Context: an optimization exercise on an open-source flow, tuned for small area, a short achievable clock period and few clock cycles. The choices shown serve that exercise and are no tape-out recipe. The RTL was checked by simulation tests, not by an equivalence proof against the original design. Power figures rest on the tool's default switching activity, not on a simulated workload.

--- run.sh ---
#!/bin/bash
# synth_recipe.tcl (not shown) runs the flow's synth.tcl, then flattens the netlist and writes it again
# the make line also repeats each setting of config.mk as NAME=value (left out here)
make -C /OpenROAD-flow-scripts/flow DESIGN_CONFIG=/design/flow/config.mk WORK_HOME=/design/flow/orfs CLKGATE_MAP_FILE= SYNTH_SCRIPT=/design/flow/synth_recipe.tcl finish
--- config.mk ---
export PLATFORM = sky130hd
export DESIGN_NAME = rnn_cell_engine
export DESIGN_NICKNAME = rnn_cell_engine
export VERILOG_FILES = /design/flow/design.v
export SDC_FILE = /design/flow/constraint.sdc
export NUM_CORES = 4
export LEC_CHECK = 0
export CAP_MARGIN = 20
export CORE_MARGIN = 2
export CORE_UTILIZATION = 40
export SLEW_MARGIN = 20
--- constraint.sdc ---
create_clock -name core_clock -period 14.0 [get_ports {clk}]
set_input_delay 2.8000 -clock core_clock [delete_from_list [all_inputs] [get_ports {clk}]]
set_output_delay 2.8000 -clock core_clock [all_outputs]
set_load 0.01 [all_outputs]
--- design.v ---
module rnn_cell_engine #(
    parameter int HID  = 64,
    parameter int XW   = 32,
    parameter int DW   = 20,
    parameter int FRAC = 16,
    parameter int ACC  = 44,
    parameter int AW   = 17
) (
    input  logic          clk,
    input  logic          reset,
    input  logic          ready,
    input  logic          act_mode,
    input  logic [XW-1:0] idata,
    input  logic [DW-1:0] mdata_r,
    output logic          busy,
    output logic          done,
    output logic          i_en,
    output logic          mce,
    output logic [2:0]    msel,
    output logic [AW-1:0] maddr,
    output logic [DW-1:0] mdata_w
);
    localparam int HW = $clog2(HID);
    localparam int XI = $clog2(XW);
    localparam int IW = (XI > HW) ? XI : HW;
    localparam int CW = $clog2((XW > HID) ? XW : HID) + 1;
    localparam int RW = ACC - FRAC;
    localparam logic [2:0] SEL_CFG  = 3'b100;
    localparam logic [2:0] SEL_BIAS = 3'b001;
    localparam logic [2:0] SEL_WX   = 3'b000;
    localparam logic [2:0] SEL_WH   = 3'b010;
    localparam logic [2:0] SEL_HOUT = 3'b101;
    localparam logic signed [ACC-1:0] HALF      = ACC'(1) <<< (FRAC - 1);
    localparam logic signed [RW-1:0]  ONE_R     = RW'(1) <<< FRAC;
    localparam logic signed [RW-1:0]  NEG_ONE_R = -ONE_R;
    typedef enum logic [3:0] {
        S_IDLE, S_CFG, S_CFG_WAIT, S_INPUT, S_BIAS, S_WX, S_WH,
        S_DRAIN1, S_DRAIN2, S_WRITE, S_FIN
    } state_t;
    typedef enum logic [1:0] {RD_NONE, RD_BIAS, RD_WX, RD_WH} rd_t;
    state_t          state_q, state_d;
    logic [HW-1:0]   i_q, i_d;
    logic [CW-1:0]   cnt_q, cnt_d;
    logic [DW-1:0]   t_q, t_d;
    logic [DW-1:0]   tcount_q, tcount_d;
    logic            mode_q, mode_d;
    logic            start, copy_h;
    rd_t             rd_kind_q, rd_kind_d;
    logic [IW-1:0]   rd_idx_q, rd_idx_d;
    logic            ien_q;
    logic [XW-1:0]   x_q;
    logic signed [ACC-1:0]  acc_q, acc_d;
    logic signed [DW-1:0]   rdata_s;
    logic signed [ACC-1:0]  wide_term;
    logic signed [2*DW-1:0] prod;
    logic signed [ACC-1:0]  rounded;
    logic signed [RW-1:0]   r_full, sat;
    logic [DW-1:0]          res_q, res_d;
    logic signed [DW-1:0]   h_prev_q [HID];
    logic signed [DW-1:0]   shadow_q [HID];
    assign rdata_s = mdata_r;
    assign mdata_w = res_q;
    always_comb begin
        state_d   = state_q;
        i_d       = i_q;
        cnt_d     = cnt_q;
        t_d       = t_q;
        tcount_d  = tcount_q;
        mode_d    = mode_q;
        start     = 1'b0;
        copy_h    = 1'b0;
        rd_kind_d = RD_NONE;
        rd_idx_d  = IW'(cnt_q);
        busy      = 1'b0;
        done      = 1'b0;
        i_en      = 1'b0;
        mce       = 1'b0;
        msel      = SEL_CFG;
        maddr     = '0;
        case (state_q)
            S_IDLE, S_FIN: begin
                done = (state_q == S_FIN);
                if (ready) begin
                    state_d = S_CFG;
                    mode_d  = act_mode;
                    start   = 1'b1;
                end else begin
                    state_d = S_IDLE;
                end
            end
            S_CFG: begin
                busy    = 1'b1;
                mce     = 1'b1;
                state_d = S_CFG_WAIT;
            end
            S_CFG_WAIT: begin
                busy     = 1'b1;
                tcount_d = mdata_r;
                t_d      = '0;
                state_d  = (mdata_r == '0) ? S_FIN : S_INPUT;
            end
            S_INPUT: begin
                busy    = 1'b1;
                i_en    = 1'b1;
                i_d     = '0;
                state_d = S_BIAS;
            end
            S_BIAS: begin
                busy      = 1'b1;
                mce       = 1'b1;
                msel      = SEL_BIAS;
                maddr     = AW'(i_q);
                rd_kind_d = RD_BIAS;
                cnt_d     = '0;
                state_d   = S_WX;
            end
            S_WX: begin
                busy      = 1'b1;
                mce       = 1'b1;
                msel      = SEL_WX;
                maddr     = AW'(i_q) * AW'(XW) + AW'(cnt_q);
                rd_kind_d = RD_WX;
                if (cnt_q == CW'(XW - 1)) begin
                    cnt_d   = '0;
                    state_d = S_WH;
                end else begin
                    cnt_d = cnt_q + CW'(1);
                end
            end
            S_WH: begin
                busy      = 1'b1;
                mce       = 1'b1;
                msel      = SEL_WH;
                maddr     = (AW'(i_q) << HW) + AW'(cnt_q);
                rd_kind_d = RD_WH;
                if (cnt_q == CW'(HID - 1)) begin
                    cnt_d   = '0;
                    state_d = S_DRAIN1;
                end else begin
                    cnt_d = cnt_q + CW'(1);
                end
            end
            S_DRAIN1: begin
                busy    = 1'b1;
                state_d = S_DRAIN2;
            end
            S_DRAIN2: begin
                busy    = 1'b1;
                state_d = S_WRITE;
            end
            S_WRITE: begin
                busy  = 1'b1;
                mce   = 1'b1;
                msel  = SEL_HOUT;
                maddr = (AW'(t_q) << HW) | AW'(i_q);
                if (i_q == HW'(HID - 1)) begin
                    copy_h = 1'b1;
                    i_d    = '0;
                    if (t_q == tcount_q - DW'(1)) begin
                        state_d = S_FIN;
                    end else begin
                        t_d     = t_q + DW'(1);
                        state_d = S_INPUT;
                    end
                end else begin
                    i_d     = i_q + HW'(1);
                    state_d = S_BIAS;
                end
            end
            default: state_d = S_IDLE;
        endcase
    end
    always_ff @(posedge clk) begin
        if (reset) begin
            state_q  <= S_IDLE;
            i_q      <= '0;
            cnt_q    <= '0;
            t_q      <= '0;
            tcount_q <= '0;
            mode_q   <= 1'b0;
        end else begin
            state_q  <= state_d;
            i_q      <= i_d;
            cnt_q    <= cnt_d;
            t_q      <= t_d;
            tcount_q <= tcount_d;
            mode_q   <= mode_d;
        end
    end
    always_comb begin
        wide_term = ACC'(rdata_s) <<< FRAC;
        prod      = rdata_s * h_prev_q[rd_idx_q[HW-1:0]];
        acc_d     = acc_q;
        case (rd_kind_q)
            RD_BIAS: acc_d = wide_term;
            RD_WX:   if (x_q[rd_idx_q[XI-1:0]]) acc_d = acc_q + wide_term;
            RD_WH:   acc_d = acc_q + ACC'(prod);
            default: acc_d = acc_q;
        endcase
    end
    always_comb begin
        rounded = acc_q + HALF;
        r_full  = RW'(rounded >>> FRAC);
        if (mode_q) begin
            sat = r_full[RW-1] ? '0 : ((r_full > ONE_R) ? ONE_R : r_full);
        end else begin
            sat = (r_full > ONE_R) ? ONE_R :
                  ((r_full < NEG_ONE_R) ? NEG_ONE_R : r_full);
        end
        res_d = DW'(sat);
    end
    always_ff @(posedge clk) begin
        if (reset) begin
            acc_q     <= '0;
            res_q     <= '0;
            x_q       <= '0;
            ien_q     <= 1'b0;
            rd_kind_q <= RD_NONE;
            rd_idx_q  <= '0;
            for (int k = 0; k < HID; k++) begin
                h_prev_q[k] <= '0;
                shadow_q[k] <= '0;
            end
        end else begin
            acc_q     <= acc_d;
            ien_q     <= i_en;
            rd_kind_q <= rd_kind_d;
            rd_idx_q  <= rd_idx_d;
            if (ien_q) x_q <= idata;
            if (state_q == S_DRAIN2) begin
                res_q       <= res_d;
                shadow_q[i_q] <= res_d;
            end
            if (start) begin
                for (int k = 0; k < HID; k++) h_prev_q[k] <= '0;
            end else if (copy_h) begin
                for (int k = 0; k < HID; k++) h_prev_q[k] <= shadow_q[k];
            end
        end
    end
endmodule
==> results.txt <==
Row Count=~200; DR pass1 iterations=8; share of layout cells above drive strength 1=0.07485; leading area contributor after synthesis=edfxtp_1; critical path class=register to register; Final setup viols=0; power share of the clock group=0.456; relative slew slack=0.07480; Psw=roughly 4200 uW; CTS H-Tree Depth=5; slowest stage delay, CP=approximately 0.86 ns; fin. max-slew vios=0; sequential area share after synthesis=0.5420; GRT Total Usage=0.3441; NumNets Final=~14000; fin crit period=12.16 ns; initial antenna violation count=36; cell area after layout=~140000 um2; I/O pins=100; Top cell by count, worst path=fa_1; Worst Path Buf+Inv=8; grt total ovfl=0; storage element area=about 67000 um2; clock transition at the registers of the reported paths=0.06 ns; CTS tree=yes; First DRT Iteration DRCs=around 18000; post-cts gate resize count=0; sequential power share=0.489; drt wl/cell=32.29 um; Crit path required time=roughly 15 ns; fmax=approximately 82 MHz; post-detail-place hpwl=about 370000 um; GP Congestion=between 1 and 1.5; Root Buffer=clkbuf_16; crit-path max FO=15; Final Cycle Share=0.8683; RSZ-0062 raised after global routing=no; Comb power frac=0.055; switching share of power=0.2434; multi-input logic area=between 50000 and 60000 um2; commonest cells after routing, fill and taps aside=nand2_1 (3068), nor2_1 (1607), a21oi_1 (1448), dfxtp_1 (1442), edfxtp_1 (1280); Initial Utilization=0.4022; first-pass GRT wire length=roughly 760000 um; DIE AREA=315000 um2; Synth area leaders=edfxtp_1 (31%), dfxtp_1 (23%), nand2_1 (9.3%); Fin. Hold Viols=0; setup_tns=0 ns; Critical Path Start Type=register; share of the synthesized area in the top cell type=0.3095; CTS buffer count=~300; Syn Area/Cell=9.444 um2; clock latency (worst-skew pair)=about 0.96 ns; Synth Net Count=between 10000 and 15000; CTS Hold Bufs=0; P_leak=just under 0.05 uW; CP delay by family, top=adder cells; ys flop type=dfxtp_1; run status=timing/DRC/antenna clean; chip width=approximately 560 um; Setup Fix Bufs, Post-CTS=0; yosys warns=2; Die H=approximately 560 um; Area Growth Syn to Fin=12.48%; final clock skew=between 0.05 and 0.06 ns; Max-Cap Viols=0; ys async rst share=0; number of flops mapped to enable cells by yosys=~1300; Final ANT Viol Nets=0; Core Util, Final=0.4524; clk sinks=roughly 2700; most common cell after layout, fill and taps aside=nand2_1; worst-margin pin slew=roughly 1.4 ns; synthesized instance count=approximately 13000; Max VDD drop=0.09105 mV; number of global-route vias before repair=approximately 94000; Port Buffers=99; critical path's slowest cell=a22oi_1; Total Wirelength=approximately 560000 um; clk buf depth=4; total number of vias=between 100k and 150k; DRC=0; Pwr Density=124.5 nW/um2; crit path capture type=register; distinct cell type count after synthesis=87; Hold WC Path Type=register to register; placed cell area=approximately 130000 um2; Yosys reg bits=approximately 2700; crit path DAT=12.93 ns; internal power component=~13000 uW; Cell Area, Synth=roughly 120000 um2; largest net degree at the start of global routing=approximately 190; FILL cells=slightly below 30000; via/cell ratio=approximately 6; core area=between 300000 and 400000 um2
==> kinds of logic after synthesis <==
family | after synthesis | synth area share
flops | 2723 | 0.5420
compound gates | 2417 | 0.1160
simple gates | 5368 | 0.1750
mux | 62 | 0.006014
fa+ha+maj | 674 | 0.09816
buf+inv | 1792 | 0.05460
xor+xnor | 116 | 0.008180
==> routing by layer <==
layer / up-vias / global-route usage / wire length, um
met2: 7432 / 0.4962 / 232300
met3: 1753 / 0.1026 / 74410
met4: 24 / 0.2561 / 50090
li1: 43260 / - / -
met1: 50660 / 0.4354 / 200700
met5: - / 0.002410 / 240
==> worst paths after layout <==
kind                         start               end  slack, ns  cells past startpoint
setup / recovery       rd_idx_q[4]         acc_q[37]       1.84                     32
hold / removal    h_prev_q[11][13]  h_prev_q[11][13]       0.45                      2
setup reg to reg       rd_idx_q[4]         acc_q[37]       1.84                     32
hold reg to reg   h_prev_q[11][13]  h_prev_q[11][13]       0.45                      2
==> power by group through the flow <==
stage          sequential (uW)  combinational [uW]  clock [uW]
2_1_floorplan             8650                 553           0
6_report                  8500                 956        7930
3_5_place_dp              8670                 929           0
5_1_grt                   8510                1000        8230
4_1_cts                   8500                 932        7920
3_3_place_gp              8670                 927           0
==> per-stage QoR <==
step	cells	setup WS (ns)	power (uW)	hold slack (ns)
2_1_floorplan	13150	3.683	9204	0.4319
3_3_place_gp	16700	1.951	9596	0.4410
3_5_place_dp	16700	2.301	9602	0.4460
4_1_cts	17250	2.293	17360	0.4536
5_1_grt	17250	1.642	17750	0.4647
6_report	17270	1.843	17390	0.4526
==> state kept, by name (all words and copies together) (netlist names), 4 cells and up <==
register / flops
h_prev_q: 1280
res_q: 20
shadow_q: 1280
state_q: 4
i_q: 6
acc_q: 44
tcount_q: 20
rd_idx_q: 6
x_q: 32
t_q: 20
cnt_q: 7
==> area by class of cell <==
type                            count  area share
Timing Repair Buffer              451     0.02734
Tap cell                         4120     0.03690
Antenna cell                       20   0.0003582
Clock inverter                    106    0.008123
Sequential cell                  2723      0.4819
Inverter                          773     0.02077
Clock buffer                      443     0.06112
Multi-Input combinational cell   8637      0.3635
==> Yosys cell counts, drive strengths merged, types with 8 or more instances <==
cell	instances
edfxtp	1280
xor2	34
nand2b	82
nor2b	21
nand2	3077
o31ai	10
o21ai	99
mux4	10
nor3b	8
and3	23
nand4	174
a221oi	20
xnor2	82
or4	22
a211oi	29
o21bai	10
fa	501
a31oi	14
a22oi	631
mux2i	51
o21a	14
nor2	1674
nor4	50
inv	769
buf	92
o211ai	18
ha	172
or2	13
nand3	62
o311ai	8
clkbuf	927
dfxtp	1443
and4	14
nor3	53
or3	22
a21o	42
and2	44
a21oi	1452
==> worst min-delay path, delay by kind of cell (launching register included) <==
family | cells | cell delay (ns)
flip-flops | 1 | 0.31
AND/OR/NAND/NOR | 1 | 0.05
AO/OA/AOI/OAI | 1 | 0.05
Testbench counts, summed over its fixed seeds: cycles 1,504,339.

[port drivers added, routing unchanged]
The flow's constraints put no driver on any port. The routed layout listed below was extracted and timed again, unchanged, in two steps. Step 1 sets driving cells, clkbuf_16 on the clock port and buf_2 on the other inputs (assumed; they add their load-dependent delay and slew). Step 2 moves the port delays by t, midway between the first and last clock arrival at a register: inputs arrive t later, outputs are due t later. That takes back most of the time a late clock gives input paths. a / b / c = ideal / step 1 / step 2; a / b = the first two.
t (ns): 1.023
slack for setup (ns): 1.843 / 1.843 / 1.843
hold WS [ns]: 0.453 / 0.453 / 0.453
worst register clock-pin slew, ns: 0.07 / 0.07
pins driven straight from the clock port: 1
After both steps setup and hold are still met in this run. The setup slack of this run moves by 0.000 ns with the drivers and by 0.000 ns with both steps.
